From an optimization exercise on the open Yosys and OpenROAD flow, aimed at small area and a short achievable clock period; shortcuts taken in it are not production practice.
Only simulation tests tie the RTL to the original design; equivalence was not proved.
The clock port is modelled as an ideal driver; clocking choices that lean on that would not hold on a real chip.
Power is estimated from default activity; no workload was simulated.

run A:
## exec_stage
module exec_stage (
    input  logic               clk,
    input  logic               rst,
    input  logic               valid_i,
    input  exec_pkg::alu_op_t  alu_op_i,
    input  exec_pkg::src_a_t   src_a_i,
    input  exec_pkg::src_b_t   src_b_i,
    input  exec_pkg::fwd_t     fwd_a_i,
    input  exec_pkg::fwd_t     fwd_b_i,
    input  exec_pkg::fwd_t     fwd_st_i,
    input  logic               spc_clr_i,
    input  exec_pkg::word_t    rs_i,
    input  exec_pkg::word_t    rt_i,
    input  exec_pkg::word_t    ext_i,
    input  exec_pkg::word_t    pc_i,
    input  exec_pkg::word_t    fw_alu_i,
    input  exec_pkg::word_t    fw_mem_i,
    output logic               valid_o,
    output exec_pkg::word_t    result_o,
    output exec_pkg::word_t    store_data_o,
    output exec_pkg::word_t    spc_o
);
Size: ~1500 cells after synthesis, roughly 210 flip-flops.
export LEC_CHECK = 0
export CAP_MARGIN = 20
export CORE_MARGIN = 2
export CORE_UTILIZATION = 50
export CTS_BUF_LIST = sky130_fd_sc_hd__clkbuf_8
export CTS_CLUSTER_DIAMETER = 50
export CTS_CLUSTER_SIZE = 16
export SETUP_SLACK_MARGIN = 2.05
export SLEW_MARGIN = 20
create_clock -name core_clock -period 4.5 [get_ports {clk}]
standard.sh (not shown) runs the stock make flow with config.mk's settings and CLKGATE_MAP_FILE= SYNTH_SCRIPT=/design/flow/synth_recipe.tcl, a recipe that flattens the netlist after the stock synthesis.
==> flow/flow/run.sh <==
#!/bin/bash
# The standard layout with two changes:
#  - Yosys's ABC step maps for area with the script in flow/area.abc
#    (registers, their names and cell types are untouched)
#  - no full/half adder cell extraction (ADDER_MAP_FILE empty)
#  - the resizer may swap cells of any footprint (MATCH_CELL_FOOTPRINT=0)
#  - every port gets the smallest buffer, sky130_fd_sc_hd__buf_1
# Each tool's output goes to a log file in this folder.
set -euo pipefail
HERE=$(pwd)

# synthesis script: the standard flow's, with the ABC script swapped
sed -e 's#^source \$::env(SCRIPTS_DIR)/synth_preamble.tcl$#&\nset abc_args [lreplace $abc_args 1 1 $::env(MY_ABC_SCRIPT)]#' \
    "$FLOW_HOME/scripts/synth.tcl" > my_synth_body.tcl
grep -q MY_ABC_SCRIPT my_synth_body.tcl
sed -e "s#^source \$::env(SCRIPTS_DIR)/synth.tcl\$#source $HERE/my_synth_body.tcl#" \
    synth_recipe.tcl > my_synth_recipe.tcl
grep -q my_synth_body my_synth_recipe.tcl

sed -e "s#SYNTH_SCRIPT=[^ ]*#SYNTH_SCRIPT=$HERE/my_synth_recipe.tcl MATCH_CELL_FOOTPRINT=0#" standard.sh > my_standard.sh
grep -q my_synth_recipe my_standard.sh

export MY_ABC_SCRIPT="$HERE/flow/map.abc"
export BUFFER_PORTS_ARGS="-buffer_cell sky130_fd_sc_hd__buf_1"
export ADDER_MAP_FILE=""
bash my_standard.sh > flow.log 2>&1
==> flow/flow/map.abc <==
&get -n
&st
&dch
&nf
&put
topo
stime -c
diff inputs: run A => run B
- swapping 2.05 for 2.4 in SETUP_SLACK_MARGIN
-- flow/flow/run.sh --
<<< run A, line 26
>>> run B, line 26
# after CTS: the result register's clock arrives later (flow/skew.tcl)
export POST_CTS_TCL="$HERE/flow/skew.tcl"
export SKEW_STAGES=2
export SKEW_CELL=sky130_fd_sc_hd__clkbuf_4
==> flow/flow/skew.tcl (new file) <==
# Post-CTS step: clock the result register (i_result_stage.result_o*) a
# little later than the rest, through extra clock buffers on its leaf
# clock nets. Its inputs all come from the operand stage's registers, so
# the later clock only lends time to those register-to-register paths
# (it takes time from the result_o output paths). Then re-run the timing
# repair with the new clock arrivals.
set stages [expr {[info exists ::env(SKEW_STAGES)] ? $::env(SKEW_STAGES) : 2}]
set cell   [expr {[info exists ::env(SKEW_CELL)] ? $::env(SKEW_CELL) : "sky130_fd_sc_hd__clkbuf_4"}]
set block  [ord::get_db_block]
set master [[ord::get_db] findMaster $cell]

set groups [dict create]
foreach inst [$block getInsts] {
  if {[string match {i_result_stage.result_o*} [$inst getName]]} {
    set net [[$inst findITerm CLK] getNet]
    dict lappend groups [$net getName] $inst
  }
}

set k 0
dict for {netname insts} $groups {
  set src [$block findNet $netname]
  set sx 0; set sy 0
  foreach inst $insts {
    set loc [$inst getLocation]
    incr sx [lindex $loc 0]; incr sy [lindex $loc 1]
  }
  set cx [expr {$sx / [llength $insts]}]
  set cy [expr {$sy / [llength $insts]}]
  set drv $src
  for {set s 0} {$s < $stages} {incr s} {
    set buf [odb::dbInst_create $block $master "clkskew_${k}_${s}"]
    set out [odb::dbNet_create $block "clkskew_net_${k}_${s}"]
    $out setSigType CLOCK
    [$buf findITerm A] connect $drv
    [$buf findITerm X] connect $out
    $buf setLocation $cx $cy
    $buf setPlacementStatus PLACED
    set drv $out
  }
  foreach inst $insts {
    set ck [$inst findITerm CLK]
    $ck disconnect
    $ck connect $drv
  }
  puts "clock skew: [llength $insts] result registers on $netname moved behind $stages x $cell"
  incr k
}

detailed_placement
check_placement -verbose
estimate_parasitics -placement
report_clock_skew
repair_timing_helper
detailed_placement
check_placement -verbose
--- outcome ---
- Run B ran to completion and came out clean on the timing, design-rule and antenna checks.
- Looking at clock share of power, run B sits above run A.
- Of the two values seen for critical path endpoint, i_operand_select.p_o[22] was produced by run B and i_result_stage.result_o[27] by run A.
- Relative to run A, maximum net fanout on the critical path has increased by 1 in run B.
- [compare] base=run A new=run B: maximum single-stage delay on the critical path went up; cell-internal power went up.
- Lower routed length per placed instance among run A and run B: run A
Input-level comparison between run C and run B:
- swapping 2.4 for 2.2 in SETUP_SLACK_MARGIN
-- flow/flow/run.sh --
<<< run B, line 2
# The standard layout with two changes:
#  - Yosys's ABC step maps for area with the script in flow/area.abc
#    (registers, their names and cell types are untouched)
#  - no full/half adder cell extraction (ADDER_MAP_FILE empty)
>>> run C, line 2
# The standard layout (standard.sh, ORFS) with these changes:
#  - synthesis: the ABC mapping step runs flow/map.abc (a delay-driven
#    &nf mapping with area recovery) instead of ORFS's abc_speed script,
#    and no full/half adder cells are extracted (ADDER_MAP_FILE empty), so
#    the RTL's prefix adder reaches ABC as gates. Registers, their names
#    and cell types are as in the standard flow's synthesis.
#  - every port gets the smallest buffer, sky130_fd_sc_hd__buf_1
<<< run B, line 7
#  - every port gets the smallest buffer, sky130_fd_sc_hd__buf_1
# Each tool's output goes to a log file in this folder.
>>> run C, line 10
#  - the clock tree has no dummy load cells (CTS_ARGS)
#  - after CTS, flow/skew.tcl gives the result register (result_o) a later
#    clock through extra clock buffers, lending time to the paths from the
#    operand registers into it, then repairs timing again
# Each tool's output goes to a log file in this folder (flow.log, and
# ORFS's per-step logs under orfs/logs).
<<< run B, line 26
>>> run C, line 33
# clock tree: as ORFS builds it with config.mk's CTS settings, without dummy load cells
export CTS_ARGS="-sink_clustering_enable -repair_clock_nets -dont_use_dummy_load -sink_clustering_size 16 -sink_clustering_max_diameter 50 -buf_list sky130_fd_sc_hd__clkbuf_8"
Findings:
Row fmax: run C lower / run B higher
Looking at highest layer used for signal routing, the met4 result is from run B; the met5 one comes from run C.
Diff run C..run B | multi-input combinational cell count | unchanged
Taking run B as the reference point, the layout overhead on the synthesized area of run C falls by 15 points.
Compared with run B, in run C wire length fell by 3600 um, sequential cell count about even, worst ir drop on vdd moved down.
The following lists how run D was set up differently from run C:
- swapping 2.2 for 2.1 in SETUP_SLACK_MARGIN
-- flow/flow/run.sh --
<<< run C, line 10
#  - the clock tree has no dummy load cells (CTS_ARGS)
>>> run D, line 10
<<< run C, line 33
# clock tree: as ORFS builds it with config.mk's CTS settings, without dummy load cells
export CTS_ARGS="-sink_clustering_enable -repair_clock_nets -dont_use_dummy_load -sink_clustering_size 16 -sink_clustering_max_diameter 50 -buf_list sky130_fd_sc_hd__clkbuf_8"
>>> run D, line 32
Notes after the runs:
Origin of the worst setup path = pc_i[19]: run D; origin of the worst setup path = src_b_i[0]: run C
Count of multi-input gates across run D and run C: no real change.
The higher overall power after layout came out of run D.
A highest routed metal layer of met5 is what run C shows, while met4 belongs to run D.
Measured against each other, run D and run C differ in utilization, the higher figure coming from run C.
In run D relative to run C, clock power had gone up by more than a quarter.
Setup violation total in the final timing report came out exactly the same in run D and run C.
Run C → run D: HPWL after detailed placement went up 0.63%, critical path depth dropped 1, power share of the clock group now larger.

afterwards: timing with drivers on the ports:
Ports are ideal in the flow. The routed layouts listed here were re-timed in OpenROAD.
Step 1 (the two cells are an assumption about what drives the block):
set clk [get_ports {clk}]
set_driving_cell -lib_cell sky130_fd_sc_hd__clkbuf_16 $clk
set_driving_cell -lib_cell sky130_fd_sc_hd__buf_2 [delete_from_list [all_inputs] $clk]
Step 2, shift: input delay + t, output delay - t, t = (earliest + latest rising clock arrival at the registers) / 2. This alone moves slack from input paths to output paths.
a / b / c = no drivers / after step 1 / after step 2; a / b = the first two.
run | t, ns | setup WS [ns] | worst hold slack (ns) | clock arrival spread, ns | worst data-port slew with drivers (ns)
run A | 0.609 | 2.028 / 2.028 / 1.446 | 0.328 / 0.328 / 0.328 | 0.028 / 0.029 | 0.10
run B | 0.766 | 2.247 / 2.237 / 1.471 | 0.327 / 0.327 / 0.327 | 0.299 / 0.299 | 0.07
run C | 0.720 | 2.172 / 2.170 / 1.450 | 0.266 / 0.266 / 0.266 | 0.325 / 0.324 | 0.08
run D | 0.744 | 2.155 / 2.150 / 1.406 | 0.270 / 0.270 / 0.270 | 0.290 / 0.290 | 0.09
Clock arrivals are far apart in run C, so t is only a midpoint there and step 2 fits no single register. The setup slack of run B, which loses most, moves by -0.010 ns with the drivers and by -0.776 ns with both steps.
